From an optimization exercise on the open Yosys and OpenROAD flow, aimed at a short achievable clock period and few clock cycles; shortcuts taken in it are not production practice. In this exercise RTL edits were held to simulation tests only and were not proved equivalent to the original. Power figures rest on the tool's default switching activity, not on a simulated workload.

$ cat flow/config.mk
export PLATFORM = sky130hd
export DESIGN_NAME = cpu16_top
export DESIGN_NICKNAME = cpu16_top
export VERILOG_FILES = /design/flow/design.v
export SDC_FILE = /design/flow/constraint.sdc
export NUM_CORES = 4
export LEC_CHECK = 0
export CAP_MARGIN = 20
export CORE_MARGIN = 2
export CORE_UTILIZATION = 45
export SLEW_MARGIN = 20
$ cat flow/constraint.sdc
create_clock -name core_clock -period 7.5 [get_ports {clock}]
set_input_delay 1.5000 -clock core_clock [delete_from_list [all_inputs] [get_ports {clock}]]
set_output_delay 1.5000 -clock core_clock [all_outputs]
set_load 0.01 [all_outputs]
$ cat flow/design.v
package cpu16_pkg;
	localparam int word_width = 16;
	localparam int addr_width = 8;
	localparam int mem_depth = 256;
	localparam int opcode_width = 6;
	typedef logic [word_width-1:0] word_t;
	typedef logic [addr_width-1:0] addr_t;
	typedef logic [opcode_width-1:0] opcode_t;
	typedef logic [1:0] reg_sel_t;
	localparam opcode_t op_add = 6'd0;
	localparam opcode_t op_store = 6'd1;
	localparam opcode_t op_load = 6'd2;
	localparam opcode_t op_jump = 6'd3;
	localparam opcode_t op_jneg = 6'd4;
	localparam opcode_t op_subt = 6'd5;
	localparam opcode_t op_jzero = 6'd10;
	localparam opcode_t op_addi = 6'd11;
	localparam opcode_t op_in = 6'd14;
	localparam opcode_t op_out = 6'd15;
endpackage
`timescale 1ns/1ns
module cpu16_memory #(
	parameter int read_ports = 1
) (
	input logic clock,
	input logic [255:0] write_select,
	input cpu16_pkg::word_t write_data,
	input logic [256*read_ports-1:0] read_select,
	output logic [16*read_ports-1:0] read_data
);
	logic [4095:0] storage;
	always_ff @(posedge clock)
	begin
		for (int i = 0; i < 256; i++)
			if (write_select[i])
				storage[16*i +: 16] <= write_data;
	end
	for (genvar p = 0; p < read_ports; p++)
	begin : g_port
		logic [16*64-1:0] level1;
		logic [16*16-1:0] level2;
		logic [16*4-1:0] level3;
		for (genvar g = 0; g < 64; g++)
		begin : g_l1
			always_comb
			begin
				level1[16*g +: 16] = '0;
				for (int j = 0; j < 4; j++)
					level1[16*g +: 16] = level1[16*g +: 16] |
						(storage[16*(4*g+j) +: 16] & {16{read_select[256*p + 4*g + j]}});
			end
		end
		for (genvar g = 0; g < 16; g++)
		begin : g_l2
			assign level2[16*g +: 16] = level1[64*g +: 16] | level1[64*g+16 +: 16] |
				level1[64*g+32 +: 16] | level1[64*g+48 +: 16];
		end
		for (genvar g = 0; g < 4; g++)
		begin : g_l3
			assign level3[16*g +: 16] = level2[64*g +: 16] | level2[64*g+16 +: 16] |
				level2[64*g+32 +: 16] | level2[64*g+48 +: 16];
		end
		assign read_data[16*p +: 16] = level3[15:0] | level3[31:16] | level3[47:32] | level3[63:48];
	end
endmodule
`timescale 1ns/1ns
module cpu16_register_file (
	input logic clock,
	input logic reset,
	input cpu16_pkg::reg_sel_t write_select,
	input logic write,
	input cpu16_pkg::word_t write_data,
	output logic [63:0] registers
);
	cpu16_pkg::word_t reg_a;
	cpu16_pkg::word_t reg_b;
	cpu16_pkg::word_t reg_c;
	cpu16_pkg::word_t reg_d;
	always_ff @(posedge clock or posedge reset)
	begin
		if (reset)
		begin
			reg_a <= '0;
			reg_b <= '0;
			reg_c <= '0;
			reg_d <= '0;
		end
		else if (write)
		begin
			case (write_select)
				2'd0: reg_a <= write_data;
				2'd1: reg_b <= write_data;
				2'd2: reg_c <= write_data;
				default: reg_d <= write_data;
			endcase
		end
	end
	assign registers = {reg_d, reg_c, reg_b, reg_a};
endmodule
`timescale 1ns/1ns
module cpu16_alu (
	input logic sel_mem_sum,
	input logic sel_imm_sum,
	input logic sel_imm_diff,
	input logic sel_mem_pass,
	input cpu16_pkg::word_t operand,
	input cpu16_pkg::word_t memory_data,
	input cpu16_pkg::addr_t immediate,
	input cpu16_pkg::word_t in_data,
	output cpu16_pkg::word_t result
);
	cpu16_pkg::word_t immediate_word;
	cpu16_pkg::word_t mem_sum;
	cpu16_pkg::word_t imm_sum;
	cpu16_pkg::word_t imm_diff;
	assign immediate_word = cpu16_pkg::word_t'(immediate);
	assign mem_sum = operand + memory_data;
	assign imm_sum = operand + immediate_word;
	assign imm_diff = operand - immediate_word;
	always_comb
	begin
		if (sel_mem_sum)
			result = mem_sum;
		else if (sel_mem_pass)
			result = memory_data;
		else if (sel_imm_sum)
			result = imm_sum;
		else if (sel_imm_diff)
			result = imm_diff;
		else
			result = in_data;
	end
endmodule
`timescale 1ns/1ns
module cpu16_control (
	input logic clock,
	input logic reset,
	input logic [47:0] fetch_words,
	input logic [63:0] registers,
	input logic in_ack,
	input logic out_ack,
	output logic [767:0] fetch_select,
	output logic [255:0] data_select,
	output logic data_write,
	output cpu16_pkg::word_t operand,
	output cpu16_pkg::addr_t immediate,
	output cpu16_pkg::reg_sel_t reg_select,
	output logic reg_write,
	output logic sel_mem_sum,
	output logic sel_imm_sum,
	output logic sel_imm_diff,
	output logic sel_mem_pass,
	output logic in_req,
	output logic out_req,
	output cpu16_pkg::word_t out_data,
	output cpu16_pkg::addr_t pc
);
	logic [255:0] pc_onehot;
	cpu16_pkg::addr_t pc_binary;
	assign fetch_select[255:0] = pc_onehot;
	assign fetch_select[511:256] = {pc_onehot[254:0], pc_onehot[255]};
	assign fetch_select[767:512] = {pc_onehot[253:0], pc_onehot[255:254]};
	cpu16_pkg::word_t word0, word1, word2;
	assign word0 = fetch_words[15:0];
	assign word1 = fetch_words[31:16];
	assign word2 = fetch_words[47:32];
	logic jump0, jump1, jump2;
	logic branch0, branch1;
	logic writes0;
	assign jump0 = word0[15:10] == cpu16_pkg::op_jump;
	assign jump1 = word1[15:10] == cpu16_pkg::op_jump;
	assign jump2 = word2[15:10] == cpu16_pkg::op_jump;
	assign branch0 = (word0[15:10] == cpu16_pkg::op_jneg) || (word0[15:10] == cpu16_pkg::op_jzero);
	assign branch1 = (word1[15:10] == cpu16_pkg::op_jneg) || (word1[15:10] == cpu16_pkg::op_jzero);
	assign writes0 = (word0[15:10] == cpu16_pkg::op_add) || (word0[15:10] == cpu16_pkg::op_load) ||
		(word0[15:10] == cpu16_pkg::op_subt) || (word0[15:10] == cpu16_pkg::op_addi) ||
		(word0[15:10] == cpu16_pkg::op_in);
	logic op0, op1;
	assign op0 = !jump0 && !branch0;
	assign op1 = !jump1 && !branch1;
	logic branch_then_op, op_then_branch, pair;
	assign branch_then_op = branch0 && op1;
	assign op_then_branch = op0 && branch1 && !(writes0 && (word0[9:8] == word1[9:8]));
	assign pair = branch_then_op || op_then_branch;
	logic issue_op, issue_branch;
	cpu16_pkg::word_t op_word, branch_word;
	assign issue_op = op0 || branch_then_op;
	assign issue_branch = branch0 || op_then_branch;
	assign op_word = op0 ? word0 : word1;
	assign branch_word = branch0 ? word0 : word1;
	logic [255:0] decode0, decode1, decode2;
	always_comb
	begin
		decode0 = '0;
		decode1 = '0;
		decode2 = '0;
		decode0[word0[7:0]] = 1'b1;
		decode1[word1[7:0]] = 1'b1;
		decode2[word2[7:0]] = 1'b1;
	end
	logic [255:0] fetch_next_onehot;
	cpu16_pkg::addr_t fetch_next_binary;
	always_comb
	begin
		if (jump0)
		begin
			fetch_next_onehot = decode0;
			fetch_next_binary = word0[7:0];
		end
		else if (pair)
		begin
			if (jump2)
			begin
				fetch_next_onehot = decode2;
				fetch_next_binary = word2[7:0];
			end
			else
			begin
				fetch_next_onehot = {pc_onehot[253:0], pc_onehot[255:254]};
				fetch_next_binary = pc_binary + 8'd2;
			end
		end
		else
		begin
			if (jump1)
			begin
				fetch_next_onehot = decode1;
				fetch_next_binary = word1[7:0];
			end
			else
			begin
				fetch_next_onehot = {pc_onehot[254:0], pc_onehot[255]};
				fetch_next_binary = pc_binary + 8'd1;
			end
		end
	end
	logic e_op_valid;
	logic e_add, e_store, e_load, e_subt, e_addi, e_in, e_out;
	cpu16_pkg::reg_sel_t e_reg;
	cpu16_pkg::addr_t e_k;
	logic [255:0] e_k_onehot;
	cpu16_pkg::addr_t e_io_pc;
	logic e_branch_valid;
	logic e_branch_first;
	logic e_branch_neg;
	cpu16_pkg::reg_sel_t e_branch_reg;
	cpu16_pkg::addr_t e_branch_k;
	cpu16_pkg::word_t branch_value;
	logic taken;
	logic op_live;
	logic stall;
	logic io_ready;
	logic redirect;
	always_comb
	begin
		case (e_branch_reg)
			2'd0: branch_value = registers[15:0];
			2'd1: branch_value = registers[31:16];
			2'd2: branch_value = registers[47:32];
			default: branch_value = registers[63:48];
		endcase
		case (e_reg)
			2'd0: operand = registers[15:0];
			2'd1: operand = registers[31:16];
			2'd2: operand = registers[47:32];
			default: operand = registers[63:48];
		endcase
	end
	assign taken = e_branch_valid && (e_branch_neg ? branch_value[15] : (branch_value == '0));
	assign op_live = e_op_valid && !(e_branch_first && taken);
	logic release_wait;
	assign io_ready = !in_req && !out_req && (!release_wait || (!in_ack && !out_ack));
	assign stall = op_live && ((e_out && !io_ready) || (e_in && !(in_req && in_ack)));
	assign redirect = taken && !stall;
	assign data_select = e_k_onehot;
	assign data_write = op_live && e_store;
	assign immediate = e_k;
	assign reg_select = e_reg;
	assign reg_write = op_live && !stall && (e_add || e_load || e_subt || e_addi || e_in);
	assign sel_mem_sum = e_add;
	assign sel_mem_pass = e_load;
	assign sel_imm_sum = e_addi;
	assign sel_imm_diff = e_subt;
	logic [255:0] branch_target_onehot;
	always_comb
	begin
		branch_target_onehot = '0;
		branch_target_onehot[e_branch_k] = 1'b1;
	end
	logic advance_from_fetch;
	assign advance_from_fetch = !stall && !redirect;
	always_ff @(posedge clock or posedge reset)
	begin
		if (reset)
		begin
			pc_onehot <= 256'd1;
			pc_binary <= '0;
			e_op_valid <= 1'b0;
			e_branch_valid <= 1'b0;
		end
		else if (!stall)
		begin
			if (redirect)
			begin
				pc_onehot <= branch_target_onehot;
				pc_binary <= e_branch_k;
				e_op_valid <= 1'b0;
				e_branch_valid <= 1'b0;
			end
			else
			begin
				pc_onehot <= fetch_next_onehot;
				pc_binary <= fetch_next_binary;
				e_op_valid <= issue_op;
				e_branch_valid <= issue_branch;
			end
		end
	end
	always_ff @(posedge clock)
	begin
		if (advance_from_fetch)
		begin
			e_add <= op_word[15:10] == cpu16_pkg::op_add;
			e_store <= op_word[15:10] == cpu16_pkg::op_store;
			e_load <= op_word[15:10] == cpu16_pkg::op_load;
			e_subt <= op_word[15:10] == cpu16_pkg::op_subt;
			e_addi <= op_word[15:10] == cpu16_pkg::op_addi;
			e_in <= op_word[15:10] == cpu16_pkg::op_in;
			e_out <= op_word[15:10] == cpu16_pkg::op_out;
			e_reg <= op_word[9:8];
			e_k <= op_word[7:0];
			e_k_onehot <= op0 ? decode0 : decode1;
			e_io_pc <= op0 ? pc_binary + 8'd1 : pc_binary + 8'd2;
			e_branch_first <= branch0;
			e_branch_neg <= branch_word[15:10] == cpu16_pkg::op_jneg;
			e_branch_reg <= branch_word[9:8];
			e_branch_k <= branch_word[7:0];
		end
	end
	always_ff @(posedge clock or posedge reset)
	begin
		if (reset)
		begin
			in_req <= 1'b0;
			out_req <= 1'b0;
			release_wait <= 1'b0;
			out_data <= '0;
			pc <= '0;
		end
		else
		begin
			if (out_req && out_ack)
				out_req <= 1'b0;
			else if (op_live && e_out && io_ready)
				out_req <= 1'b1;
			if (in_req && in_ack)
				in_req <= 1'b0;
			else if (op_live && e_in && io_ready)
				in_req <= 1'b1;
			if ((out_req && out_ack) || (in_req && in_ack))
				release_wait <= 1'b1;
			else if (!in_ack && !out_ack)
				release_wait <= 1'b0;
			if (op_live && e_out && io_ready)
				out_data <= operand;
			if (op_live && (e_out || e_in) && io_ready)
				pc <= e_io_pc;
		end
	end
endmodule
`timescale 1ns/1ns
module cpu16_top (
	input logic clock,
	input logic reset,
	input logic load_write,
	input logic load_target,
	input cpu16_pkg::addr_t load_address,
	input cpu16_pkg::word_t load_data,
	input cpu16_pkg::word_t in_data,
	input logic in_ack,
	input logic out_ack,
	output cpu16_pkg::addr_t pc,
	output logic in_req,
	output logic out_req,
	output cpu16_pkg::word_t out_data
);
	logic [767:0] fetch_select;
	logic [47:0] fetch_words;
	logic [255:0] data_select;
	logic data_write;
	cpu16_pkg::word_t data_read;
	cpu16_pkg::word_t operand;
	cpu16_pkg::word_t alu_result;
	cpu16_pkg::addr_t immediate;
	cpu16_pkg::reg_sel_t reg_select;
	logic reg_write;
	logic [63:0] registers;
	logic sel_mem_sum, sel_imm_sum, sel_imm_diff, sel_mem_pass;
	logic [255:0] load_decode;
	logic [255:0] instruction_write_select;
	logic [255:0] data_write_select;
	cpu16_pkg::word_t data_write_data;
	always_comb
	begin
		load_decode = '0;
		load_decode[load_address] = 1'b1;
	end
	assign instruction_write_select = (load_write && !load_target) ? load_decode : '0;
	assign data_write_select = load_write ? (load_target ? load_decode : '0) :
		(data_write ? data_select : '0);
	assign data_write_data = load_write ? load_data : operand;
	cpu16_control u_control (
		.clock(clock),
		.reset(reset),
		.fetch_words(fetch_words),
		.registers(registers),
		.in_ack(in_ack),
		.out_ack(out_ack),
		.fetch_select(fetch_select),
		.data_select(data_select),
		.data_write(data_write),
		.operand(operand),
		.immediate(immediate),
		.reg_select(reg_select),
		.reg_write(reg_write),
		.sel_mem_sum(sel_mem_sum),
		.sel_imm_sum(sel_imm_sum),
		.sel_imm_diff(sel_imm_diff),
		.sel_mem_pass(sel_mem_pass),
		.in_req(in_req),
		.out_req(out_req),
		.out_data(out_data),
		.pc(pc)
	);
	cpu16_register_file u_register_file (
		.clock(clock),
		.reset(reset),
		.write_select(reg_select),
		.write(reg_write),
		.write_data(alu_result),
		.registers(registers)
	);
	cpu16_alu u_alu (
		.sel_mem_sum(sel_mem_sum),
		.sel_imm_sum(sel_imm_sum),
		.sel_imm_diff(sel_imm_diff),
		.sel_mem_pass(sel_mem_pass),
		.operand(operand),
		.memory_data(data_read),
		.immediate(immediate),
		.in_data(in_data),
		.result(alu_result)
	);
	cpu16_memory #(.read_ports(3)) u_instruction_memory (
		.clock(clock),
		.write_select(instruction_write_select),
		.write_data(load_data),
		.read_select(fetch_select),
		.read_data(fetch_words)
	);
	cpu16_memory #(.read_ports(1)) u_data_memory (
		.clock(clock),
		.write_select(data_write_select),
		.write_data(data_write_data),
		.read_select(data_select),
		.read_data(data_read)
	);
endmodule
$ cat flow/run.sh
#!/bin/bash
# synth_recipe.tcl (not shown) runs the flow's synth.tcl, then flattens the netlist and writes it again
# the make line also repeats each setting of config.mk as NAME=value (left out here)
make -C /OpenROAD-flow-scripts/flow DESIGN_CONFIG=/design/flow/config.mk WORK_HOME=/design/flow/orfs CLKGATE_MAP_FILE= SYNTH_SCRIPT=/design/flow/synth_recipe.tcl finish
==> results.tsv <==
metric	value	unit
async_reset_ff_frac	0.0404	
synth-seq-cells	8842	
grt_pass1_vias	453000	
grt_max_degree	192	
synth_edf_count	8485	
hpwlAfterDp	2950	mm
start_util	0.451	
placed_area	0.429	sq mm
syn_area	0.379	sq mm
error	[ERROR GRT-0116] Global routing finished with congestion. Check the congestion regions in the DRC Viewer.	
yosysWarnings	6	
gp_congestion	1.44	
root_buffer	clkbuf_16	
hold_buffers	0	
stop_stage	global routing	
synth-seq-area-share	0.696	
grt_use_total	1.05	
globalRoute.totalOverflow	58100	
row_count	337	
synth_top_family_by_area	compound AO/OA/AOI/OAI gates	
synth-compound-area-share	0.219	
portBuffers	71	
synth_ff_type	edfxtp_1	
ctsHtreeMaxLevel	6	
synth.mux.area_fraction	0.00411	
synthAdderAreaFrac	0.00194	
synth-xor-area-share	0.00180	
synth_cell_type_count	109	
synth_cells	25300	
post_cts_buffers	0	
status	did not finish	
synthSimpleGateAreaFrac	0.0494	
die_w	921	um
io_pins	72	
grt_first_pass_wirelength	5870	mm
die_y	921	um
cts_buffers	917	
syn-num-nets	25400	
cts_buffer_depth	4	
avgSynthCellArea	15.0	sq um
cts.sinks	8842	
dpl_worst_slack	-0.473	ns
[metrics by stage]
step	power, mW	TNS [ns]	std cells
3_5_place_dp	69.5	-3.08	38200
4_1_cts	117	0	40000
2_1_floorplan	61.5	0	25300
3_3_place_gp	69.5	-13.77	38200
[timing repair]
item / CTS
setup endpoints to repair: 29
endpoints found under the hold margin: 0
gates resized for setup: 9
[synth_stat cells, types with 216 or more instances]
cell	number	area share
a22o_1	3468	0.080
dfrtp_1	356	0.024
clkbuf_1	1354	0.013
a22oi_1	1253	0.025
edfxtp_1	8485	0.67
buf_2	614	0.0081
a21oi_1	216	0.0029
a221oi_1	3539	0.082
nand2_1	820	0.0081
buf_1	383	0.0038
nand4_1	1096	0.018
nor2_1	579	0.0057
o21ai_0	693	0.0092
nor4_1	267	0.0044
[how the worst max path moves through the flow]
stage,start,endpoint,slack [ns],cells after the start
floorplan,out_ack,u_control.pc_onehot[167]$_DFFE_PP0N_,0.21,11
global placement,u_control.pc_onehot[172]$_DFFE_PP0N_,u_control.pc_onehot[175]$_DFFE_PP0N_,-1.11,19
detailed placement,u_control.pc_onehot[172]$_DFFE_PP0N_,u_control.pc_onehot[164]$_DFFE_PP0N_,-0.47,21
CTS,u_control.pc_onehot[172]$_DFFE_PP0N_,u_control.pc_onehot[229]$_DFFE_PP0N_,0.005,19
[logic make-up after synthesis]
| kind of cell | count (synthesis) |
|---|---|
| compound gates | 10200 |
| flops | 8842 |
| simple gates | 3563 |
| buf+inv | 2462 |
| mux | 124 |
| xor+xnor | 78 |
| fa+ha+maj | 57 |
[per-layer routing]
layer | overflow | GRT usage
met1 | 9746 | 1.01
met2 | 28800 | 1.14
met3 | 8096 | 1.00
met4 | 10500 | 1.04
met5 | 937 | 0.931
[power by group through the flow]
stage               clock [mW]  sequential, mW  combinational [mW]
global placement             0            58.3                11.1
floorplan                    0            57.4                4.13
detailed placement           0            58.3                11.2
CTS                       48.3            57.3                11.2
Testbench counts, summed over its fixed seeds: cycles 9,127.
